What follows belongs to an exercise in optimizing a design on an open flow for small area, a short achievable clock period and few clock cycles per item; a production flow would make more cautious choices. Power figures rest on the tool's default switching activity, not on a simulated workload.

==> trial 1 <==
// cubic_joint_trajectory_interpolator
module cubic_joint_trajectory_interpolator (
  input  logic         clk,
  input  logic         rst,
  input  logic         start,
  output logic         busy,
  input  logic [1:0]   item_command,
  input  logic [2:0]   item_joint_select,
  input  logic [31:0]  item_start_position,
  input  logic [31:0]  item_goal_position,
  output logic [2:0]   result_joint_index,
  output logic [26:0]  result_sample_time_us,
  output logic [31:0]  result_position,
  output logic [31:0]  result_velocity,
  output logic [30:0]  result_peak_speed,
  output logic         result_last_joint,
  output logic         result_final_sample,
  output logic         result_valid,
  input  logic         cfg_valid,
  output logic         cfg_ready,
  input  logic [2:0]   cfg_index,
  input  logic [26:0]  cfg_data
);
  logic        busy_r, cfg_ready_r;
  logic [2:0]  bcnt;
  logic        cfg_run;
  logic        acc_step, acc_restart, ld_v;
  logic [2:0]  ld_sel;
  logic [31:0] ld_st, ld_gl;
  logic        cw_v, cw_v2;
  logic [2:0]  cw_idx;
  logic [26:0] cw_data;
  assign busy = busy_r;
  assign cfg_ready = cfg_ready_r;
  wire accept = start & ~busy_r;
  wire acc_step_now = accept & (item_command == cjti_pkg::CMD_STEP);
  wire cfg_acc_now = cfg_valid & cfg_ready_r;
  ...
export LEC_CHECK = 0
export ABC_CLOCK_PERIOD_IN_PS = 4000
export CAP_MARGIN = 20
export CORE_MARGIN = 2
export CORE_UTILIZATION = 40
export SLEW_MARGIN = 20
create_clock -name core_clock -period 12.5 [get_ports {clk}]
run.sh (not shown) runs the stock make flow with config.mk's settings and CLKGATE_MAP_FILE= SYNTH_SCRIPT=/design/flow/synth_recipe.tcl, a recipe that flattens the netlist after the stock synthesis.
==> inputs of trial 90, as changes to trial 1 <==
==> flow/flow/run.sh (new file) <==
#!/bin/bash
# Standard synthesis and layout (the standard.sh), with timing repair aimed at a
# setup margin of MARGIN ns below the design's clock period. Full make output goes to
# flow_make.log in the work folder; ORFS's per-step logs stay under orfs/logs/.
set -euo pipefail
MARGIN=$(cat flow/margin.txt)
bash standard.sh SETUP_SLACK_MARGIN="$MARGIN" finish > flow_make.log 2>&1
==> flow/flow/margin.txt (new file) <==
8
==> flow/standard.sh (new file) <==
#!/bin/bash
# synth_recipe.tcl (not shown) runs the flow's synth.tcl, then flattens the netlist and writes it again
# the make line also repeats each setting of config.mk as NAME=value (left out here)
make -C /OpenROAD-flow-scripts/flow DESIGN_CONFIG=/design/flow/config.mk WORK_HOME=/design/flow/orfs CLKGATE_MAP_FILE= SYNTH_SCRIPT=/design/flow/synth_recipe.tcl "${@:-finish}"
removed: flow/run.sh
==> inputs of trial 59, as changes to trial 1 <==
--- a/flow/design.v
+++ b/flow/design.v
@@ -33,17 +33,17 @@
   logic [27:0] sm_b;
   logic        r23, r15;
   logic [52:0] cs_s, cs_c;
   logic [52:0] ms, mc;
   logic        mcin;
   logic [52:0] prod;
   logic [5:0]  sq;    
   logic [2:0]  cq;    
-  logic [24:0] t2_r, t3_r;
+  logic [24:0] t2_r, t3_r, s_tmp, s_new;
   logic [26:0] s3, s2x, sd;
   cjti_mul_sc u_mul (.a(sm_a), .b(sm_b), .r23(r23), .r15(r15), .rs(ms), .rc(mc), .cin(mcin));
   assign prod = cs_s + cs_c;
   assign running = |sq | |cq;
   wire k0 = go_step | cq[2];
   assign run_k0 = k0;
   always_ff @(posedge clk) begin
     cs_s <= ms;
@@ -74,26 +74,28 @@
     end else if (sq[3]) begin
       sm_a <= sm_b[24:0] - t2_r;
       sm_b <= inv6;
       r23 <= 1'b0;
       r15 <= 1'b1;
     end
     if (sq[1]) t2_r <= prod[48:24];
     if (sq[3]) t3_r <= prod[48:24];
+    if (sq[4]) s_tmp <= s_new;
   end
   assign tau_load = cq[1];
-  assign tau_val = (prod > 53'(cjti_pkg::Q_ONE)) ? cjti_pkg::Q_ONE : prod[24:0];
+  assign tau_val = ((|prod[52:25]) | (prod[24] & (|prod[23:0]))) ? cjti_pkg::Q_ONE : prod[24:0];
   assign x_load = cq[2];
-  assign x_val = (prod >= 53'(1 << 27)) ? 28'(1 << 27) : prod[27:0];
+  assign x_val = (|prod[52:27]) ? 28'(1 << 27) : prod[27:0];
   assign s3 = 27'(t2_r) + 27'({t2_r, 1'b0});
   assign s2x = 27'({t3_r, 1'b0});
   assign sd = s3 - s2x;
   assign p_wr = sq[5];
-  assign s_val = (s2x > s3) ? 25'd0 : (sd > 27'(cjti_pkg::Q_ONE)) ? cjti_pkg::Q_ONE : sd[24:0];
+  assign s_new = (s2x > s3) ? 25'd0 : (sd > 27'(cjti_pkg::Q_ONE)) ? cjti_pkg::Q_ONE : sd[24:0];
+  assign s_val = s_tmp;
   assign g_val = prod[49:16];
 endmodule
 module cjti_mul_pos (
   input  logic [32:0] d,
   input  logic [31:0] st,
   input  logic [24:0] s,
   output logic [31:0] rs,
   output logic [31:0] rc,
@@ -4694,22 +4696,22 @@
         tau_n <= (tau_step > cjti_pkg::Q_ONE) ? cjti_pkg::Q_ONE : tau_step;
         x_cur <= '0;
         p_s <= '0;
         p_g <= '0;
         pk_clr <= 1'b1;
       end else begin
         if (go) begin
           idx <= idx + 21'd1;
-          x_cur <= (x_sum > 28'(1 << 27)) ? 28'(1 << 27) : x_sum;
+          x_cur <= (x_sum[27] & (|x_sum[26:0])) ? 28'(1 << 27) : x_sum;
           pk_clr <= 1'b0;
         end
         if (x_load) x_cur <= x_val;
         if (tau_load) tau_n <= tau_val;
-        else if (run_k0) tau_n <= (tau_sum > 26'(cjti_pkg::Q_ONE)) ? cjti_pkg::Q_ONE : tau_sum[24:0];
+        else if (run_k0) tau_n <= (tau_sum[25] | (tau_sum[24] & (|tau_sum[23:0]))) ? cjti_pkg::Q_ONE : tau_sum[24:0];
         if (p_wr) begin
           p_s <= s_val;
           p_g <= g_val;
         end
       end
     end
   end
   always_ff @(posedge clk) begin
@@ -4769,26 +4771,39 @@
   wire [43:0] x_w = {f1v_s, 1'b1} + {f1v_c, f1v_ci};
   wire [31:0] pos = pos_w[32:1];
   wire [42:0] x = x_w[43:1];
   wire ovp = ~x[42] & (|x[41:31]);
   wire ovn = x[42] & ~(&x[41:31]);
   wire [31:0] vel = ovp ? 32'h7FFF_FFFF : ovn ? 32'h8000_0000 : x[31:0];
   wire spd_sat = ovp | ovn | (x[42] & (x[30:0] == 31'd0));
   wire [30:0] spd = spd_sat ? 31'h7FFF_FFFF : x[42] ? (~x[30:0] + 31'd1) : x[30:0];
-  wire [30:0] pk_base = f1_clr ? 31'd0 : result_peak_speed;
-  wire [30:0] pk_next = (spd > pk_base) ? spd : pk_base;
+  logic        f2_v, f2_clr;
+  logic [2:0]  f2_j;
+  logic [31:0] f2_pos, f2_vel;
+  logic [30:0] f2_spd;
   always_ff @(posedge clk) begin
-    if (f1_v) begin
-      result_joint_index <= f1_j;
-      result_position <= pos;
-      result_velocity <= vel;
+    f2_j <= f1_j;
+    f2_clr <= f1_clr;
+    f2_pos <= pos;
+    f2_vel <= vel;
+    f2_spd <= spd;
+    if (rst) f2_v <= 1'b0;
+    else f2_v <= f1_v;
+  end
+  wire [30:0] pk_base = f2_clr ? 31'd0 : result_peak_speed;
+  wire [30:0] pk_next = (f2_spd > pk_base) ? f2_spd : pk_base;
+  always_ff @(posedge clk) begin
+    result_joint_index <= f2_j;
+    result_position <= f2_pos;
+    result_velocity <= f2_vel;
+    result_last_joint <= (f2_j == 3'd5);
+    if (f2_v) begin
       result_peak_speed <= pk_next;
-      result_last_joint <= (f1_j == 3'd5);
-      if (f1_j == 3'd0) begin
+      if (f2_j == 3'd0) begin
         result_sample_time_us <= step_tus;
         result_final_sample <= step_fin;
       end
     end
     if (rst) result_valid <= 1'b0;
-    else result_valid <= f1_v;
+    else result_valid <= f2_v;
   end
 endmodule
==> flow/flow/run.sh (new file) <==
#!/bin/bash
# Standard synthesis and layout (the standard.sh), with timing repair aimed at a
# setup margin of MARGIN ns below the design's clock period. Full make output goes to
# flow_make.log in the work folder; ORFS's per-step logs stay under orfs/logs/.
set -euo pipefail
MARGIN=$(cat flow/margin.txt)
bash standard.sh SETUP_SLACK_MARGIN="$MARGIN" finish > flow_make.log 2>&1
==> flow/flow/margin.txt (new file) <==
8
==> flow/standard.sh (new file) <==
#!/bin/bash
# synth_recipe.tcl (not shown) runs the flow's synth.tcl, then flattens the netlist and writes it again
# the make line also repeats each setting of config.mk as NAME=value (left out here)
make -C /OpenROAD-flow-scripts/flow DESIGN_CONFIG=/design/flow/config.mk WORK_HOME=/design/flow/orfs CLKGATE_MAP_FILE= SYNTH_SCRIPT=/design/flow/synth_recipe.tcl "${@:-finish}"
removed: flow/run.sh
==> notes.md <==
Non-clock buffer count: trial 1 < trial 59 < trial 90. Routed wire length, lowest first: trial 1, trial 90, trial 59. Core utilization: trial 59 is lower than trial 90 (0.22 points). First-iteration DRC count: trial 1 is lower than trial 59 (about 21%). Against trial 1, the flip-flop and latch count of trial 59 is higher by 125.
==> figures <==
quantity	trial 1	trial 90	trial 59
Run status	timing/DRC/antenna clean	timing/DRC/antenna clean	timing/DRC/antenna clean
Syn Std Cell Area	123000 µm²	123000 µm²	125000 µm²
Highest attainable clock frequency	136 MHz	166 MHz	187 MHz
Share of the final layout cell area in multi-input gates	59.2%	57.1%	55.6%
Post-CTS Resized	0	836	645
Number of cells traversed by the worst register-to-register path	26	29	20
Leakage power	52.6 nW	56.7 nW	58.3 nW
Number of sinks on the clock net	1364	1364	1489
Post-route clock skew	81.2 ps	107 ps	95.7 ps
Number of unique standard cell types used by synthesis	98	98	93
Fraction of area in registers	25.0%	23.3%	24.4%
Function was not checked in any run of this note: the RTL went through the layout flow alone.

[what the ideal ports hide]
No port has a modelled driver above. Below, the same layouts with a new extraction and two added sets of constraints. Step 1, drivers: a clkbuf_16 drives clk and a buf_2 each remaining input, both assumed. Step 2 also shifts input and output timing later by t, the mid clock arrival at the registers, as if the neighbouring blocks saw the same clock. a / b / c = ideal / step 1 / step 2; a / b = the first two.
run	shift t [ns]	setup WS [ns]	worst setup path at the end	slew at the worst register clock pin (ns)	cell pins on the clock port's net
trial 1	0.926	5.147 / 5.147 / 5.147	register to register	0.07 / 0.07	1
trial 90	0.912	6.489 / 6.489 / 6.489	register to register	0.07 / 0.07	1
trial 59	0.948	7.159 / 7.159 / 7.159	register to register	0.08 / 0.08	1
After both steps setup and hold are still met in every run listed.
